Background: an optimization exercise with open tools, aiming at a short achievable clock period and few clock cycles per item. Do not read the settings as production practice. At most, simulation tests tie the RTL to the original design; equivalence was not proved.

// dual_adc_moving_average_scaler_unit
module dual_adc_moving_average_scaler_unit (
	input  wire logic                   clk,
	input  wire logic                   arst_n,
	input  wire logic                   psel,
	input  wire logic                   penable,
	input  wire logic                   pwrite,
	input  wire logic [PADDR_W-1:0]     paddr,
	input  wire logic [PDATA_W-1:0]     pwdata,
	output logic      [PDATA_W-1:0]     prdata,
	output logic                        pready,
	input  wire logic                   in_valid,
	output logic                        in_ready,
	input  wire logic [SAMPLE_BITS-1:0] battery_sample,
	input  wire logic [SAMPLE_BITS-1:0] thermistor_sample,
	output logic                        out_valid,
	input  wire logic                   out_ready,
	output logic      [OUT_W-1:0]       battery_mv,
	output logic signed [OUT_W-1:0]     temperature_centi_c,
	output logic                        window_full
);
	logic [VREF_W-1:0]  vref;
	logic [RATIO_W-1:0] ratio;
	logic [DROP_W-1:0]  drop;
	logic [OFFS_W-1:0]  offs;
	logic               wr_gain;
	logic               cfg_ready_nxt;
	logic [G_W-1:0]     g1;
	logic [G_W+1:0]     g3;
	logic [V_W-1:0]     v1;
	logic [V_W+1:0]     v3;
	logic [17:0]        noffs;
	logic               in_ready_q;
	logic               accept;
	logic               en;
	logic               pop;
	logic               avail;
  ...
Size: ~1600 flip-flops, about 140 I/O pins.
Settings: LEC_CHECK=0, ABC_CLOCK_PERIOD_IN_PS=2000, CAP_MARGIN=20, CORE_MARGIN=2, CORE_UTILIZATION=50, PLACE_DENSITY=0.8, SETUP_SLACK_MARGIN=5, SLEW_MARGIN=20; clock period 8.0 ns.
run.sh (not shown) runs the stock make flow with config.mk's settings and CLKGATE_MAP_FILE= SYNTH_SCRIPT=/design/flow/synth_recipe.tcl, a recipe that flattens the netlist after the stock synthesis.
The first run finished with timing, DRC and antenna clean.
Rerun with:
--- a/flow/design.v
+++ b/flow/design.v
@@ -76,30 +76,26 @@
 				REG_OFFS:  offs_q  <= pwdata[OFFS_W-1:0];
 			endcase
 		end
 	end
 	always_comb begin
 		unique case (idx)
 			REG_VREF:  rd_d = 16'(vref_q);
 			REG_RATIO: rd_d = ratio_q;
 			REG_DROP:  rd_d = 16'(drop_q);
 			REG_OFFS:  rd_d = 16'(offs_q);
 		endcase
 	end
-	always_ff @(posedge clk or negedge arst_n) begin
-		if (!arst_n) begin
-			rd_q <= '0;
-		end else begin
-			rd_q <= rd_d;
-		end
+	always_ff @(posedge clk) begin
+		rd_q <= rd_d;
 	end
 	assign prdata = {16'd0, rd_q};
 	assign vref   = vref_q;
 	assign ratio  = ratio_q;
 	assign drop   = drop_q;
 	assign offs   = offs_q;
 endmodule
 `default_nettype wire
 `default_nettype none
 import damsu_pkg::*;
 module damsu_window (
 	input  wire logic                   clk,
@@ -117,65 +113,82 @@
 	localparam int unsigned ENT_W = 2 * SUM_W + 1;
 	localparam int unsigned NQ    = 4;
 	logic [SAMPLE_BITS-1:0] bring [WINDOW_LEN-1];
 	logic [SAMPLE_BITS-1:0] tring [WINDOW_LEN-1];
 	logic [3:0]             fill_q;
 	logic                   old_ok;
 	logic [SAMPLE_BITS-1:0] bold;
 	logic [SAMPLE_BITS-1:0] told;
 	logic                   a0_q;
 	logic [SAMPLE_BITS-1:0] bin0_q;
 	logic [SAMPLE_BITS-1:0] tin0_q;
 	logic                   full0_q;
+	logic [SAMPLE_BITS-1:0] bold0_q;
+	logic [SAMPLE_BITS-1:0] told0_q;
 	logic                   a1_q;
 	logic [SAMPLE_BITS-1:0] bin1_q;
 	logic [SAMPLE_BITS-1:0] tin1_q;
 	logic [SUM_W-1:0]       bdif1_q;
 	logic [SUM_W-1:0]       tdif1_q;
 	logic                   full1_q;
 	logic [SUM_W-1:0]       b9_q;
 	logic [SUM_W-1:0]       t9_q;
 	logic [SUM_W-1:0]       bsum_d;
 	logic [SUM_W-1:0]       tsum_d;
 	logic [ENT_W-1:0]       ent_d;
 	logic [ENT_W-1:0]       ent_q [NQ];
 	logic [2:0]             cnt_q;
 	logic [2:0]             cnt_d;
 	logic [2:0]             wslot;
 	assign old_ok = (fill_q >= 4'(WINDOW_LEN - 1));
+	always_comb begin
+		if (!old_ok) begin
+			bold = '0;
+			told = '0;
+		end else if (a0_q && a1_q) begin
+			bold = bring[WINDOW_LEN-4];
+			told = tring[WINDOW_LEN-4];
+		end else if (a0_q || a1_q) begin
+			bold = bring[WINDOW_LEN-3];
+			told = tring[WINDOW_LEN-3];
+		end else begin
+			bold = bring[WINDOW_LEN-2];
+			told = tring[WINDOW_LEN-2];
+		end
+	end
 	always_ff @(posedge clk) begin
 		bin0_q  <= battery_sample;
 		tin0_q  <= thermistor_sample;
 		full0_q <= old_ok;
+		bold0_q <= bold;
+		told0_q <= told;
 	end
 	always_ff @(posedge clk or negedge arst_n) begin
 		if (!arst_n) begin
 			a0_q   <= 1'b0;
 			a1_q   <= 1'b0;
 			fill_q <= '0;
 		end else begin
 			a0_q <= accept;
 			a1_q <= a0_q;
 			if (accept && !old_ok) begin
 				fill_q <= fill_q + 4'd1;
 			end
 		end
 	end
-	assign bold = !full0_q ? '0 : (a1_q ? bring[WINDOW_LEN-3] : bring[WINDOW_LEN-2]);
-	assign told = !full0_q ? '0 : (a1_q ? tring[WINDOW_LEN-3] : tring[WINDOW_LEN-2]);
 	always_ff @(posedge clk) begin
 		bin1_q  <= bin0_q;
 		tin1_q  <= tin0_q;
-		bdif1_q <= SUM_W'(bin0_q) - SUM_W'(bold);
-		tdif1_q <= SUM_W'(tin0_q) - SUM_W'(told);
+		bdif1_q <= SUM_W'(bin0_q) - SUM_W'(bold0_q);
+		tdif1_q <= SUM_W'(tin0_q) - SUM_W'(told0_q);
 		full1_q <= full0_q;
 	end
 	always_ff @(posedge clk) begin
 		if (a1_q) begin
 			bring[0] <= bin1_q;
 			tring[0] <= tin1_q;
 			for (int i = 1; i < WINDOW_LEN - 1; i++) begin
 				bring[i] <= bring[i-1];
 				tring[i] <= tring[i-1];
 			end
 		end
 	end
@@ -568,25 +581,25 @@
 	logic               accept;
 	logic               en;
 	logic               pop;
 	logic               avail;
 	logic [2:0]         inflight;
 	logic [SUM_W-1:0]   bsum;
 	logic [SUM_W-1:0]   tsum;
 	logic               full;
 	logic               out_v;
 	logic [OUT_W-1:0]   out_batt;
 	logic [OUT_W-1:0]   out_temp;
 	logic               out_full;
-	logic [2:0]         inflight_nxt;
+	logic               room_nxt;
 	damsu_regs u_regs (
 		.clk     (clk),
 		.arst_n  (arst_n),
 		.psel    (psel),
 		.penable (penable),
 		.pwrite  (pwrite),
 		.paddr   (paddr),
 		.pwdata  (pwdata),
 		.prdata  (prdata),
 		.pready  (pready),
 		.vref    (vref),
 		.ratio   (ratio),
@@ -634,27 +647,29 @@
 		.full     (full),
 		.g1       (g1),
 		.g3       (g3),
 		.v1       (v1),
 		.v3       (v3),
 		.drop     (drop),
 		.noffs    (noffs),
 		.out_v    (out_v),
 		.out_batt (out_batt),
 		.out_temp (out_temp),
 		.out_full (out_full)
 	);
-	assign inflight_nxt = inflight + 3'(accept) - 3'(pop);
+	assign room_nxt = (inflight <= 3'd2)
+	                | ((inflight == 3'd3) & ~(accept & ~pop))
+	                | ((inflight == 3'd4) & pop & ~accept);
 	always_ff @(posedge clk or negedge arst_n) begin
 		if (!arst_n) begin
 			in_ready_q <= 1'b0;
 		end else begin
-			in_ready_q <= cfg_ready_nxt & (inflight_nxt <= 3'd3);
+			in_ready_q <= cfg_ready_nxt & room_nxt;
 		end
 	end
 	assign in_ready            = in_ready_q;
 	assign out_valid           = out_v;
 	assign battery_mv          = out_batt;
 	assign temperature_centi_c = $signed(out_temp);
 	assign window_full         = out_full;
 endmodule
 `default_nettype wire
The new run completed without violations. Synthesized cell count grows by 1.0%. Setup slack gets better by 0.019 ns. Area after synthesis rose by 1.1%. Wire length rises by 1.4%. Critical path depth falls by 8. Die area increases by 1.1%. Sequential share of layout area is higher by 0.13 points.
Testbench counts after the change, summed over its fixed seeds: cycles 3,256, items 3,200.
The RTL of the first run of this note was laid out without a check of its function.

-- separate check: timing with driven ports --
Ports are ideal in the flow. The routed layouts listed here were re-timed in OpenROAD.
Step 1 sets driving cells, clkbuf_16 on the clock port and buf_2 on the other inputs (assumed; they add their load-dependent delay and slew).
Step 2, shift: input delay + t, output delay - t, t = (earliest + latest rising clock arrival at the registers) / 2. This alone moves slack from input paths to output paths.
a / b / c = ideal / step 1 / step 2; a / b = the first two.
run	t, ns	slack for setup (ns)	pins driven straight from the clock port
the first run	0.891	4.847 / 4.831 / 4.064	1
the second run	0.903	4.866 / 4.866 / 4.177	1
After both steps setup and hold are still met in every run listed. The setup slack of the first run, which loses most, moves by -0.016 ns with the drivers and by -0.783 ns with both steps.
